What follows belongs to an exercise in optimizing a design on an open flow for small area, a short achievable clock period and few clock cycles per item; a production flow would make more cautious choices.
At most, simulation tests tie the RTL to the original design; equivalence was not proved.
Only the layout flow was run in run 1; the RTL was not checked for function there.
No activity file was given, so power comes from the tool's default toggle rates.

==> flow/design.v, too long to show whole: its modules and the start of the top module <==
// module tdm_slot_timer_unit: 3087 lines
module tdm_slot_timer_unit (
   input  logic        clock,
   input  logic        reset,
   input  logic        req_valid,
   output logic        req_ready,
   input  logic [47:0] req_now_time,
   output logic        rsp_valid,
   input  logic        rsp_ready,
   output logic [1:0]  rsp_current_slot,
   output logic        rsp_is_own,
   output logic [48:0] rsp_next_own_start,
   output logic [32:0] rsp_wait_time,
   output logic        rsp_error,
   input  logic        csr_we,
   input  logic [2:0]  csr_index,
   input  logic [15:0] csr_wdata
);
  // ...
==> flow/flow/run.sh <==
#!/bin/bash
# Standard layout, with these changes to how it is made:
#  - ports are buffered with buf_4 cells;
#  - the repair steps aim at a larger setup margin but work on the worst
#    endpoints only;
#  - clock tree sinks are clustered in larger groups.
set -euo pipefail
bash standard.sh SETUP_SLACK_MARGIN=6.5 TNS_END_PERCENT=5 \
  CTS_CLUSTER_SIZE=25 CTS_CLUSTER_DIAMETER=100 \
  BUFFER_PORTS_ARGS="-buffer_cell sky130_fd_sc_hd__buf_4" finish > standard.log 2>&1
==> flow/standard.sh <==
#!/bin/bash
# synth_recipe.tcl (not shown) runs the flow's synth.tcl, then flattens the netlist and writes it again
# the make line also repeats each setting of config.mk as NAME=value (left out here)
make -C /OpenROAD-flow-scripts/flow DESIGN_CONFIG=/design/flow/config.mk WORK_HOME=/design/flow/orfs CLKGATE_MAP_FILE= SYNTH_SCRIPT=/design/flow/synth_recipe.tcl "${@:-finish}"
==> flow/config.mk <==
export PLATFORM = sky130hd
export DESIGN_NAME = tdm_slot_timer_unit
export DESIGN_NICKNAME = tdm_slot_timer_unit
export VERILOG_FILES = /design/flow/design.v
export SDC_FILE = /design/flow/constraint.sdc
export NUM_CORES = 4
export LEC_CHECK = 0
export CAP_MARGIN = 20
export CORE_MARGIN = 2
export CORE_UTILIZATION = 40
export SLEW_MARGIN = 20
==> flow/constraint.sdc <==
create_clock -name core_clock -period 10.0 [get_ports {clock}]
set_input_delay 2.0000 -clock core_clock [delete_from_list [all_inputs] [get_ports {clock}]]
set_output_delay 2.0000 -clock core_clock [all_outputs]
set_load 0.01 [all_outputs]
==> impl_metrics.py, run 1 <==
metrics = {
    "placement": {
        "dp_hpwl_um": 136000,
        "dp.cells": 8376,
    },
    "setup_path": {
        "reg2reg_depth": 13,
        "reg2reg_from": "cycn[9]$_DFF_P_",
        "path_class": "register to register",
        "slowest_delay_ps": 610,
        "crit_fanout": 11,
    },
    "yosys": {
        "yosys_register_bits": 1372,
        "synth_compound_area_share_pct": 13.1,
        "synth-simple-area-share_pct": 9.78,
        "ys_types": 88,
        "synth-main-ff-cell": "dfxtp_1",
    },
    "route": {
        "wirelength_um": 190000,
        "viasPerCell": 5.39,
        "wl_met1_um": 88900,
        "wl_met2_um": 83000,
        "wl_per_cell_um": 22.0,
        "topRoutingLayerUsed": "met5",
    },
    "power_and_ir_drop": {
        "p_per_area_nw_per_um2": 326,
        "total_power_mw": 24.2,
        "power.share.clock_pct": 13.7,
        "p_int_mw": 14.1,
    },
    "cts": {
        "cts_setup_buffers": 68,
        "ctsHtreeMaxLevel": 3,
        "hold_buffers": 0,
    },
    "run_status": {
        "status": "no timing/DRC/antenna violations",
    },
    "die": {
        "tap_cells": 2175,
        "die_height_um": 409,
        "die_w_um": 409,
        "coreArea_um2": 163000,
        "io_pins": 160,
    },
    "finish": {
        "final_cell_mix": "dfxtp_1 (1201), ha_1 (690), nand2_1 (375), a21oi_1 (349), nor2_1 (311)",
        "multi_input_area_um2": 36200,
        "top_area_cell_class": "multi-input gates",
    },
    "sta": {
        "worst_pin_slew_ps": 1260,
        "slew_headroom_pct": 15.4,
        "fin_ws_ps": 6270,
        "setup-tns-final_ps": 0,
        "rsz0062_at_grt": "true",
    },
    "min_path": {
        "hold_class": "register to register",
    },
}
==> run 2, diff against run 1 <==
--- a/flow/design.v
+++ b/flow/design.v
@@ -87,24 +87,20 @@
       ooff <= ooff_d;
       c1   <= {1'b0, cyc_d} + {1'b0, ooff_d};
       err  <= own > cm1;
       c3   <= c3_d;
       cycn <= ~cyc_d;
       c3n  <= ~c3_d;
    end
    always_comb begin
-      hz[15] = ~cyc[15];
-      for (int k = 14; k >= 1; k--) hz[k] = hz[k+1] & ~cyc[k];
-      hz3[17] = ~c3[17];
-      for (int k = 16; k >= 1; k--) hz3[k] = hz3[k+1] & ~c3[k];
-      hzn[15] = cycn[15];
-      for (int k = 14; k >= 1; k--) hzn[k] = hzn[k+1] & cycn[k];
-      hz3n[17] = c3n[17];
-      for (int k = 16; k >= 1; k--) hz3n[k] = hz3n[k+1] & c3n[k];
+      for (int k = 1; k < 16; k++) hz[k] = (cyc >> k) == 16'd0;
+      for (int k = 1; k < 18; k++) hz3[k] = (c3 >> k) == 18'd0;
+      for (int k = 1; k < 16; k++) hzn[k] = &(cycn | ~(16'hffff << k));
+      for (int k = 1; k < 18; k++) hz3n[k] = &(c3n | ~(18'h3ffff << k));
    end
    logic        v0;
    logic [47:0] n0;
    logic [1:0] r0;
    logic        v1;
    logic [47:0] n1;
    logic [3:0] r1;
    logic        v2;
@@ -149,36 +145,38 @@
    logic        v15;
    logic [47:0] n15;
    logic [15:0] r15;
    logic        v16;
    logic [47:0] n16;
    logic         hwait;     
    logic [4:0]   hcnt;      
    logic         rdy;
-   logic         out_v, skid_v;
+   logic         out_v;
    logic         head, leave, again, take, out_free;
    assign head     = hwait ? (hcnt == 5'd0) : v16;
    assign out_free = ~out_v | rsp_ready;
-   assign leave    = head & ~skid_v;
+   assign leave    = head & out_free;
    assign again    = v16 & ~leave;
+   logic         ih_v, ih_in;
+   logic [47:0]  ih_n;
+   assign ih_in    = ih_v & ~again & ~hwait;
    assign take     = req_valid & rdy;
    assign req_ready = rdy;
    wire [17:0] m1 = {2'b0, cyc};
    wire [17:0] m2 = {1'b0, cyc, 1'b0};
    wire [17:0] m3 = c3;
    wire [17:0] nm1 = {2'b11, cycn};
-   wire [47:0] nin = again ? n16 : req_now_time;
+   wire [47:0] nin = again ? n16 : ih_v ? ih_n : req_now_time;
    wire [17:0] m1p = {2'b0, cyc_d};
    wire [17:0] m2p = {1'b0, cyc_d, 1'b0};
    wire [17:0] m3p = {16'd0, c3_d[1:0]};
    logic [15:1] hzp;
    always_comb begin
-      hzp[15] = ~cyc_d[15];
-      for (int k = 14; k >= 1; k--) hzp[k] = hzp[k+1] & ~cyc_d[k];
+      for (int k = 1; k < 16; k++) hzp[k] = (cyc_d >> k) == 16'd0;
    end
    logic [1:0] tr0;
    assign tr0 = {nin[47], nin[46]};
    logic [1:0] d0_1;
    wire [1:0] s0_1_x = tr0;
    wire [1:0] s0_1_y = ~m1p[1:0];
    wire [1:0] s0_1_g = s0_1_x & s0_1_y;
    wire [1:0] s0_1_p = s0_1_x ^ s0_1_y;
@@ -2826,21 +2824,21 @@
    assign pd   = plap ? pdb : pda;
    logic [1:0]  sc;
    logic        so, sz, sf;
    logic [17:0] sd;
    logic [32:0] pstart;
    logic [32:0] pwait;
    logic [15:0] pnf;
    logic [68:0] res;
-   wire [32:0] ads_x = (cz | err) ? 33'd0 : {1'b0, n16[47:16]};
-   wire [32:0] ads_y = err ? 33'd0 : cz ? {17'd0, ooff} : {{15{sd[17]}}, sd};
+   wire [32:0] ads_x = {1'b0, n16[47:16]};
+   wire [32:0] ads_y = {{15{sd[17]}}, sd};
    wire [32:0] ads_g = ads_x & ads_y;
    wire [32:0] ads_p = ads_x ^ ads_y;
-   wire ads_G1351 = ads_g[1] | (ads_p[1] & (ads_g[0] | (ads_p[0] & (~(cz | err) & ~sf))));
+   wire ads_G1351 = ads_g[1] | (ads_p[1] & (ads_g[0] | (ads_p[0] & ~sf)));
    wire ads_G1352 = ads_g[3] | (ads_p[3] & ads_g[2]);
    wire ads_P1352 = ads_p[3] & ads_p[2];
    wire ads_G1353 = ads_g[5] | (ads_p[5] & ads_g[4]);
    wire ads_P1353 = ads_p[5] & ads_p[4];
    wire ads_G1354 = ads_g[7] | (ads_p[7] & ads_g[6]);
    wire ads_P1354 = ads_p[7] & ads_p[6];
    wire ads_G1355 = ads_g[9] | (ads_p[9] & ads_g[8]);
    wire ads_P1355 = ads_p[9] & ads_p[8];
@@ -2960,36 +2958,33 @@
    wire ads_G1424 = ads_G1408 | (ads_P1408 & ads_G1406);
    wire ads_G1425 = ads_G1409 | (ads_P1409 & ads_G1406);
    wire ads_G1426 = ads_G1410 | (ads_P1410 & ads_G1406);
    wire ads_G1427 = ads_G1411 | (ads_P1411 & ads_G1406);
    wire ads_G1428 = ads_G1412 | (ads_P1412 & ads_G1406);
    wire ads_G1429 = ads_G1413 | (ads_P1413 & ads_G1406);
    wire ads_G1430 = ads_G1414 | (ads_P1414 & ads_G1406);
    wire ads_G1431 = ads_g[32] | (ads_p[32] & ads_G1430);
-   wire [32:0] ads_s = ads_p ^ {ads_G1430, ads_G1429, ads_G1428, ads_G1427, ads_G1426, ads_G1425, ads_G1424, ads_G1423, ads_G1422, ads_G1421, ads_G1420, ads_G1419, ads_G1418, ads_G1417, ads_G1416, ads_G1415, ads_G1406, ads_G1405, ads_G1404, ads_G1403, ads_G1402, ads_G1401, ads_G1400, ads_G1399, ads_G1386, ads_G1385, ads_G1384, ads_G1383, ads_G1368, ads_G1367, ads_G1351, (ads_g[0] | (ads_p[0] & (~(cz | err) & ~sf))), (~(cz | err) & ~sf)};
+   wire [32:0] ads_s = ads_p ^ {ads_G1430, ads_G1429, ads_G1428, ads_G1427, ads_G1426, ads_G1425, ads_G1424, ads_G1423, ads_G1422, ads_G1421, ads_G1420, ads_G1419, ads_G1418, ads_G1417, ads_G1416, ads_G1415, ads_G1406, ads_G1405, ads_G1404, ads_G1403, ads_G1402, ads_G1401, ads_G1400, ads_G1399, ads_G1386, ads_G1385, ads_G1384, ads_G1383, ads_G1368, ads_G1367, ads_G1351, (ads_g[0] | (ads_p[0] & ~sf)), ~sf};
    wire ads_co = ads_G1431;
-   assign pstart = ads_s;
+   assign pstart = err ? 33'd0 : cz ? {17'd0, ooff} : ads_s;
    assign pnf    = 16'd0 - n16[15:0];
    assign pwait  = (sz | sd[17]) ? 33'd0 : {sd[16:0], pnf};
    assign res    = {sc, so, pstart, pwait};
    logic         hwait_n;
    logic [4:0]   hcnt_n;
-   logic         skid_n;
    always_comb begin
       hwait_n = hwait;
       hcnt_n  = hcnt - 5'd1;
       if (head) begin
          hwait_n = ~leave;
          hcnt_n  = 5'd16;
       end
-      skid_n = skid_v ? ~out_free : (leave & ~out_free);
    end
    logic [68:0] out_q;
-   logic [68:0] skid_q;
    always_ff @(posedge clock) begin
       if (reset) begin
          v0 <= 1'b0;
          v1 <= 1'b0;
          v2 <= 1'b0;
          v3 <= 1'b0;
          v4 <= 1'b0;
          v5 <= 1'b0;
@@ -3003,19 +2998,19 @@
          v13 <= 1'b0;
          v14 <= 1'b0;
          v15 <= 1'b0;
          v16 <= 1'b0;
          hwait  <= 1'b0;
          hcnt   <= '0;
          out_v  <= 1'b0;
          rdy    <= 1'b1;
-         skid_v <= 1'b0;
+         ih_v   <= 1'b0;
       end else begin
-         v0 <= again | take;
+         v0 <= again | ih_in | take;
          v1 <= v0;
          v2 <= v1;
          v3 <= v2;
          v4 <= v3;
          v5 <= v4;
          v6 <= v5;
          v7 <= v6;
          v8 <= v7;
@@ -3024,19 +3019,19 @@
          v11 <= v10;
          v12 <= v11;
          v13 <= v12;
          v14 <= v13;
          v15 <= v14;
          v16 <= v15;
          hwait <= hwait_n;
          hcnt  <= hcnt_n;
-         rdy    <= ~hwait_n & ~(v15 & skid_n);
-         skid_v <= skid_n;
-         if (out_free) out_v <= skid_v | leave;
+         ih_v  <= (take & again) | (ih_v & ~ih_in);
+         rdy   <= ~hwait_n & ~((take & again) | (ih_v & ~ih_in));
+         if (out_free) out_v <= leave;
       end
    end
    always_ff @(posedge clock) begin
       n0 <= nin;
       r0 <= rn0;
       n1 <= n0;
       r1 <= rn1;
       n2 <= n1;
@@ -3070,18 +3065,18 @@
       n16 <= n15;
       sc <= pcur;
       so <= pown;
       sz <= ~phi | err;
       sf <= pfz;
       sd <= pd;
    end
    always_ff @(posedge clock) begin
-      if (~skid_v & leave & ~out_free) skid_q <= res;
-      if (out_free) out_q <= skid_v ? skid_q : res;
+      if (out_free) out_q <= res;
+      if (take & again) ih_n <= req_now_time;
    end
    assign rsp_valid          = out_v;
    assign rsp_current_slot   = out_q[68:67];
    assign rsp_is_own         = out_q[66];
    assign rsp_next_own_start = {out_q[65:33], 16'd0};
    assign rsp_wait_time      = out_q[32:0];
    assign rsp_error          = err;
 endmodule
==> flow/flow/run.sh (replaced) <==
#!/bin/bash
# Standard layout, with these changes to how it is made:
#  - ports are buffered with buf_4 cells;
#  - the repair steps aim at a larger setup margin but work on the worst
#    endpoints only;
#  - clock tree sinks are clustered in larger groups.
set -euo pipefail
bash standard.sh SETUP_SLACK_MARGIN=6.8 TNS_END_PERCENT=10 \
  CTS_CLUSTER_SIZE=25 CTS_CLUSTER_DIAMETER=100 \
  BUFFER_PORTS_ARGS="-buffer_cell sky130_fd_sc_hd__buf_4" finish > standard.log 2>&1
==> run 2 against run 1 <==
  * Still clean
  * Count of clock-buffer cells in the layout is 3 higher
  * Die area is 1.9% lower
  * Global-route usage hardly changed
  * Clock power is 2% lower
  * Total power is 2.0% higher
  * Setup slack better by 150 ps
  * Utilization is 0.92 points higher
  * Synthesized cell count is 0.87% lower
  * Clock skew is 7.1 ps higher
  * Critical path depth is 4 higher
==> impl_metrics.py, run 2 <==
metrics = {
    "run_status": {
        "status": "no timing/DRC/antenna violations",
    },
    "min_path": {
        "hold_class": "register to register",
        "hold-path-cell-count": 0,
        "min-delay-start": "n8[33]$_DFF_P_",
        "holdPathEnd": "n9[33]$_DFF_P_",
    },
    "yosys": {
        "yosysWarnings": 1,
        "yosys-top-cells-count": "dfxtp_1 (1234), ha_1 (702), a21oi_1 (420), nor2_1 (415), nand2_1 (362)",
        "synth.avg_cell_area_um2": 10.7,
        "ys_types": 103,
        "seq_area_frac_synth_pct": 43.8,
        "synth_top_area_share_pct": 38.3,
        "yosys_register_bits": 1351,
        "yosysTopAreaCell": "dfxtp_1",
        "ys_top_cells_by_area": "dfxtp_1 (38%), ha_1 (14%), fa_1 (5.8%)",
        "syn_inst": 6049,
        "synth_edf_count": 117,
        "async_reset_ff_share_pct": 0,
        "syn_area_um2": 64500,
        "post-synth-top-count-cell": "dfxtp_1",
        "synth-main-ff-cell": "dfxtp_1",
    },
    "sta": {
        "worst_pin_slew_ps": 1260,
        "hold_viol": 0,
        "period_share_pct": 35.8,
        "setup-tns-final_ps": 0,
        "fin_skew_ps": 57.0,
        "min_period_ps": 3580,
        "finalSetupViolations": 0,
        "finalMaxSlewViolations": 0,
        "max_freq_mhz": 279,
        "slew_headroom_pct": 14.9,
        "rsz0062_at_grt": "true",
    },
    "setup_path": {
        "crit_required_ps": 10590,
        "worstSetupStartpointType": "register",
        "crit_slowest_cell": "dfxtp_4",
        "r2r_setup_slack_ps": 6420,
        "path_delay_family": "compound AO/OA/AOI/OAI gates",
        "slowest_delay_ps": 390,
        "reg2reg_depth": 17,
        "path_common_cell": "o21a_1",
        "cp.buffers_inverters": 3,
        "reg2reg_from": "r15[1]$_DFF_P_",
        "path_cells": "inv_4 > buf_4 > ha_4 > and3b_1 > o21a_1 > o21a_1 > o21a_1 > o21a_1 > o21ai_2 > a2111oi_4 > o21a_1 > a31o_4 > ha_4 > nand2b_4 > a21oi_4 > buf_12 > mux2_4",
        "crit_fanout": 6,
        "path_class": "register to register",
        "worst_r2r_endpoint": "sd[0]$_DFF_P_",
        "end_kind": "register",
        "arrival_ps": 4170,
    },
    "cts": {
        "ctsHtreeMaxLevel": 3,
        "insertion_delay_ps": 730,
        "clockBufferDepth": 3,
        "cts.sinks": 1351,
        "cts_tree": "yes",
        "root_buffer": "clkbuf_16",
        "cts.clk_slew.worst_paths_ps": 100,
        "hold_buffers": 0,
        "cts_buffers": 70,
    },
    "die": {
        "coreArea_um2": 160000,
        "initial_core_util_pct": 40.2,
        "io_pins": 160,
        "die_w_um": 406,
        "die_area_um2": 164000,
        "row_count": 147,
        "die_height_um": 406,
    },
    "job": {
        "maxCapViolations": 0,
    },
    "power_and_ir_drop": {
        "p_per_area_nw_per_um2": 332,
        "total_power_mw": 24.7,
        "ir_drop_uv": 151,
        "p_leak_nw": 31.1,
    },
    "placement": {
        "gp_congestion": 0.907,
        "dp_hpwl_um": 130000,
        "port_buffers": 143,
    },
    "global_route": {
        "grt_usage_pct": 22.2,
        "antenna_found_initial": 8,
        "grt_overflow": 0,
        "grt_max_degree": 91,
        "grt_pass1_vias": 45100,
        "grt_pass1_wl_um": 277000,
    },
    "route": {
        "ant_nets": 0,
        "drc_errors": 0,
        "wl_per_cell_um": 21.7,
        "wirelength_um": 187000,
        "viasPerCell": 5.39,
        "drt_iter0_drc": 3251,
        "vias": 46500,
        "first_pass_iters": 7,
    },
    "finish": {
        "largest-register": "out_q",
        "final_common_cell": "dfxtp_1",
        "syn_to_final_growth_pct": 15.6,
        "nNetsFinal": 7390,
        "final_cell_mix": "dfxtp_1 (1196), ha_1 (683), nor2_1 (405), a21oi_1 (385), nand2_1 (356)",
        "drive_above_1_share_pct": 15.4,
        "largest_reg_flops": 69,
    },
}
-- run 2: logic make-up after synthesis --
group	Yosys count	share of synthesized area [%]
fa+ha+maj	890	19.5
compound gates	1308	13.5
other cells	1	0.00582
simple gates	1365	10.0
buf+inv	452	2.87
xor+xnor	367	4.98
flops	1351	43.8
mux	315	5.35
-- run 2: layer usage --
layer	wire, um	vias to the layer above	track usage (%)
met4	8970	2	9.50
met5	13	-	0
met3	11300	347	3.23
li1	-	22200	-
met2	83900	1363	35.1
met1	83200	22600	30.2
-- run 2: how the worst max path moves through the flow --
stage	cells past startpoint	startpoint	endpoint
6_report	17	r15[1]$_DFF_P_	sd[0]$_DFF_P_
5_1_grt	15	end1[1]$_SDFFE_PP1P_	sd[0]$_DFF_P_
4_1_cts	19	r15[1]$_DFF_P_	sd[16]$_DFF_P_
3_5_place_dp	12	cyc[2]$_DFF_P_	r9[5]$_DFF_P_
3_3_place_gp	12	cyc[2]$_DFF_P_	r9[3]$_DFF_P_
2_1_floorplan	11	rsp_ready	r0[1]$_DFF_P_
-- run 2: metrics by stage --
stage	area (um^2)	utilization [%]	hold WS, ps	std cells	worst slack (ps)
2_1_floorplan	64600	-	310	6064	6350
3_3_place_gp	68300	42.6	310	8298	5160
3_5_place_dp	68300	42.6	312	8300	5110
4_1_cts	73000	45.5	309	8555	6440
5_1_grt	74600	46.5	317	8633	6340
6_report	74600	46.5	304	8635	6420
-- run 2: timing repair --
item	CTS	global route
setup buffers	120	66
pin swaps	87	102
gates cloned	18	12
setup endpoints to repair	335	333
gates resized for setup	281	197
-- run 2: worst register-to-register path: cells and delay by family, from the launching register on --
kind,cells,cell delay (ps)
mux,1,300
buf+inv,3,360
simple gates,2,290
fa+ha+maj,2,450
compound gates,9,1690
flops,1,390
-- run 2: power by group --
part,switching (mW),leakage (nW),internal (mW)
logic,7.50,18.5,6.60
registers,1.04,11.6,6.35
clock network,1.84,1.05,1.40
total,10.4,31.1,14.4
-- run 2: final cells by class --
type	instances	area, um^2
well taps	2160	2700
repair buffers	418	3840
clock buffers	97	1870
fillers	14900	85800
clock inverters	20	307
diodes	2	5.00
flip-flops and latches	1351	28300
inverters	309	1220
multi-input cells	4278	36300
Testbench counts of run 2, summed over its fixed seeds: cycles 8,144, items 8,000.
==> run 3, diff against run 2 <==
--- a/flow/flow/run.sh
+++ b/flow/flow/run.sh
@@ -5,6 +5,6 @@
 #    endpoints only;
 #  - clock tree sinks are clustered in larger groups.
 set -euo pipefail
-bash standard.sh SETUP_SLACK_MARGIN=6.8 TNS_END_PERCENT=10 \
+bash standard.sh SETUP_SLACK_MARGIN=6.5 TNS_END_PERCENT=5 \
   CTS_CLUSTER_SIZE=25 CTS_CLUSTER_DIAMETER=100 \
   BUFFER_PORTS_ARGS="-buffer_cell sky130_fd_sc_hd__buf_4" finish > standard.log 2>&1
==> run 3 against run 2 <==
  * Die area unchanged
  * Synthesized cell count unchanged
  * Critical path depth shrank 3
  * First-iteration DRC count is 2.2% higher
  * Design area is 2.8% lower
  * Sequential cell count unchanged
  * Total power fell by 4.9%
  * Count of clock-buffer cells in the layout fell by 4
  * Clock skew is 9.9 ps lower
  * Routed wire length decreased by 3.6%
  * Sequential power about the same
  * Highest routed layer is now met4
==> impl_metrics.py, run 3 <==
metrics = {
    "run_status": {
        "status": "no timing/DRC/antenna violations",
    },
    "cts": {
        "hold_buffers": 0,
        "cts.clk_slew.worst_paths_ps": 110,
        "root_buffer": "clkbuf_16",
        "clockBufferDepth": 3,
        "cts_buffers": 69,
        "insertion_delay_ps": 730,
        "cts.sinks": 1351,
        "cts_tree": "yes",
        "ctsHtreeMaxLevel": 3,
    },
    "finish": {
        "largest_reg_flops": 69,
        "syn_to_final_growth_pct": 12.4,
        "final_common_cell": "dfxtp_1",
        "n_fill_cell": 15100,
        "antenna-diode-count": 0,
        "nNetsFinal": 7299,
        "final_cell_mix": "dfxtp_1 (1209), ha_1 (700), nor2_1 (408), a21oi_1 (402), nand2_1 (361)",
        "final_area_um2": 72500,
        "drive_above_1_share_pct": 11.8,
        "finish.utilization_pct": 45.2,
        "layoutNonFillerInstCount": 8540,
        "largest-register": "out_q",
    },
    "die": {
        "coreArea_um2": 160000,
        "die_area_um2": 164000,
        "initial_core_util_pct": 40.2,
        "io_pins": 160,
        "die_height_um": 406,
        "row_count": 147,
        "die_w_um": 406,
    },
    "yosys": {
        "synth_edf_count": 117,
        "synth-main-ff-cell": "dfxtp_1",
        "seq_area_frac_synth_pct": 43.8,
        "ys_types": 103,
        "yosysWarnings": 1,
        "synth_top_area_share_pct": 38.3,
        "yosysTopAreaCell": "dfxtp_1",
        "async_reset_ff_share_pct": 0,
        "yosys_register_bits": 1351,
        "ys_top_cells_by_area": "dfxtp_1 (38%), ha_1 (14%), fa_1 (5.8%)",
        "post-synth-top-count-cell": "dfxtp_1",
        "synth.avg_cell_area_um2": 10.7,
        "syn_inst": 6049,
        "yosys-top-cells-count": "dfxtp_1 (1234), ha_1 (702), a21oi_1 (420), nor2_1 (415), nand2_1 (362)",
        "syn_area_um2": 64500,
    },
    "global_route": {
        "grt-busiest-layer": "met2",
        "use_met1_pct": 29.8,
        "antenna_found_initial": 3,
        "grt_max_degree": 91,
        "grt_usage_pct": 21.5,
        "use_met2_pct": 33.9,
        "grt_pass1_wl_um": 269000,
        "met3_usage_pct": 3.35,
        "grt_pass1_vias": 44200,
        "grt_overflow": 0,
    },
    "power_and_ir_drop": {
        "p_per_area_nw_per_um2": 325,
        "ir_drop_uv": 155,
        "total_power_mw": 23.5,
        "p_leak_nw": 30.4,
    },
    "job": {
        "maxCapViolations": 0,
    },
    "setup_path": {
        "path_class": "register to register",
        "slowest_delay_ps": 460,
        "end_kind": "register",
        "path_cells": "nor4_4 > and4_4 > fa_2 > inv_2 > fa_2 > nor2b_1 > o21a_1 > o21a_1 > o41a_1 > a41o_1 > o41a_1 > a311oi_2 > xnor2_1 > mux2i_1",
        "arrival_ps": 4200,
        "worstSetupStartpointType": "register",
        "crit_required_ps": 10620,
        "r2r_setup_slack_ps": 6420,
        "crit_slowest_cell": "o41a_1",
        "crit_fanout": 4,
    },
    "placement": {
        "placed_cell_area_um2": 68300,
        "gp_congestion": 0.902,
        "dp.cells": 8300,
        "dp_hpwl_um": 131000,
        "pre_cts_slack_ps": 4950,
        "port_buffers": 143,
    },
    "sta": {
        "hold-worst-slack_ps": 304,
        "worst_pin_slew_ps": 1240,
        "period_share_pct": 35.8,
        "fin_ws_ps": 6420,
        "hold_viol": 0,
        "setup-tns-final_ps": 0,
        "finalMaxSlewViolations": 0,
        "max_freq_mhz": 279,
        "rsz0062_at_grt": "true",
        "finalSetupViolations": 0,
        "fin_skew_ps": 47.0,
        "slew_headroom_pct": 17.1,
        "min_period_ps": 3580,
    },
    "route": {
        "drt_iter0_drc": 3323,
        "first_pass_iters": 6,
        "viasPerCell": 5.33,
        "ant_nets": 0,
        "wirelength_um": 181000,
        "wl_per_cell_um": 21.2,
        "vias": 45600,
        "drc_errors": 0,
    },
    "min_path": {
        "hold_class": "register to register",
    },
}
==> run 3: cell counts after synthesis <==
No cell type changed its count.
==> run 3: layout make-up <==
| cell class | instances | area (um^2) | area share [%] |
|---|---|---|---|
| timing repair buffer | 337 | 2860 | 3.94 |
| tap | 2160 | 2700 | 3.73 |
| multi-input combinational | 4269 | 35300 | 48.7 |
| clock inverter | 21 | 329 | 0.454 |
| clock buffer | 93 | 1820 | 2.51 |
| inverter | 309 | 1200 | 1.66 |
| sequential | 1351 | 28300 | 39.0 |
==> run 3: path summary, 6_finish.rpt <==
check	depth (start not counted)	endpoint	startpoint
max reg2reg	14	sd[15]$_DFF_P_	n15[5]$_DFF_P_
min	0	n15[40]$_DFF_P_	n14[40]$_DFF_P_
min reg2reg	0	n15[40]$_DFF_P_	n14[40]$_DFF_P_
max	14	sd[15]$_DFF_P_	n15[5]$_DFF_P_
==> run 3: what timing repair did <==
action,in CTS,in global routing
setup buffers,34,81
resized for setup,69,150
gates cloned,4,7
pin swaps,11,59
setup endpoints to repair,247,250
==> run 3: layer usage <==
layer  share of wire, %  up-vias
met5                  0        -
met4                3.8        0
met3                5.7      252
met2                 45     1187
met1                 46    22200
li1                   -    21900
==> run 3: cells by family (layout without fill, tap and decap cells) <==
family	after synthesis	after routing	synth area share (%)
simple gates	1365	1367	10.0
fa+ha+maj	890	890	19.5
other cells	1	16	0.00582
buf+inv	452	760	2.87
xor+xnor	367	367	4.98
flops	1351	1351	43.8
compound gates	1308	1314	13.5
mux	315	315	5.35
==> run 3: power by group <==
group | internal (mW) | leakage (nW) | total, mW | switching (mW)
Clock | 1.35 | 1.02 | 3.20 | 1.86
Combinational | 5.99 | 17.8 | 12.9 | 6.95
Sequential | 6.35 | 11.6 | 7.37 | 1.03
Total | 13.7 | 30.4 | 23.5 | 9.84
==> run 3: critical path, delay by kind of cell, from the launching register on <==
family | cells | cell delay [ps]
AOI/OAI and AO/OA | 6 | 1890
adders and majority gates | 2 | 560
DFF | 1 | 370
and+or+nand+nor | 3 | 350
xor gates and xnor gates | 1 | 160
muxes | 1 | 90
buffers and inverters | 1 | 70

==> what the ideal ports hide <==
Ports are ideal in the flow. The routed layouts listed here were re-timed in OpenROAD.
Step 1 sets driving cells, clkbuf_16 on the clock port and buf_2 on the other inputs (assumed; they add their load-dependent delay and slew).
Step 2 adds t to the input delays and takes it off the output delays; t is the mean of the earliest and latest rising clock arrival at the registers after step 1. Input paths then give back, and output paths get back, about the clock's delay inside the block.
Three values: ideal, step 1, step 2; two values: the first two.
run | shift t [ns] | setup WS [ns] | hold WS [ns] | worst setup path after step 2 | clock arrival spread, ns
run 1 | 0.779 | 6.266 / 6.266 / 5.956 | 0.313 / 0.313 / 0.313 | input to register | 0.056 / 0.056
run 2 | 0.772 | 6.418 / 6.418 / 5.735 | 0.304 / 0.304 / 0.304 | input to register | 0.059 / 0.059
run 3 | 0.782 | 6.417 / 6.417 / 5.802 | 0.304 / 0.304 / 0.304 | input to register | 0.050 / 0.050
After both steps every run listed still meets setup and hold. The setup slack of run 2, which loses most, moves by 0.000 ns with the drivers and by -0.683 ns with both steps.
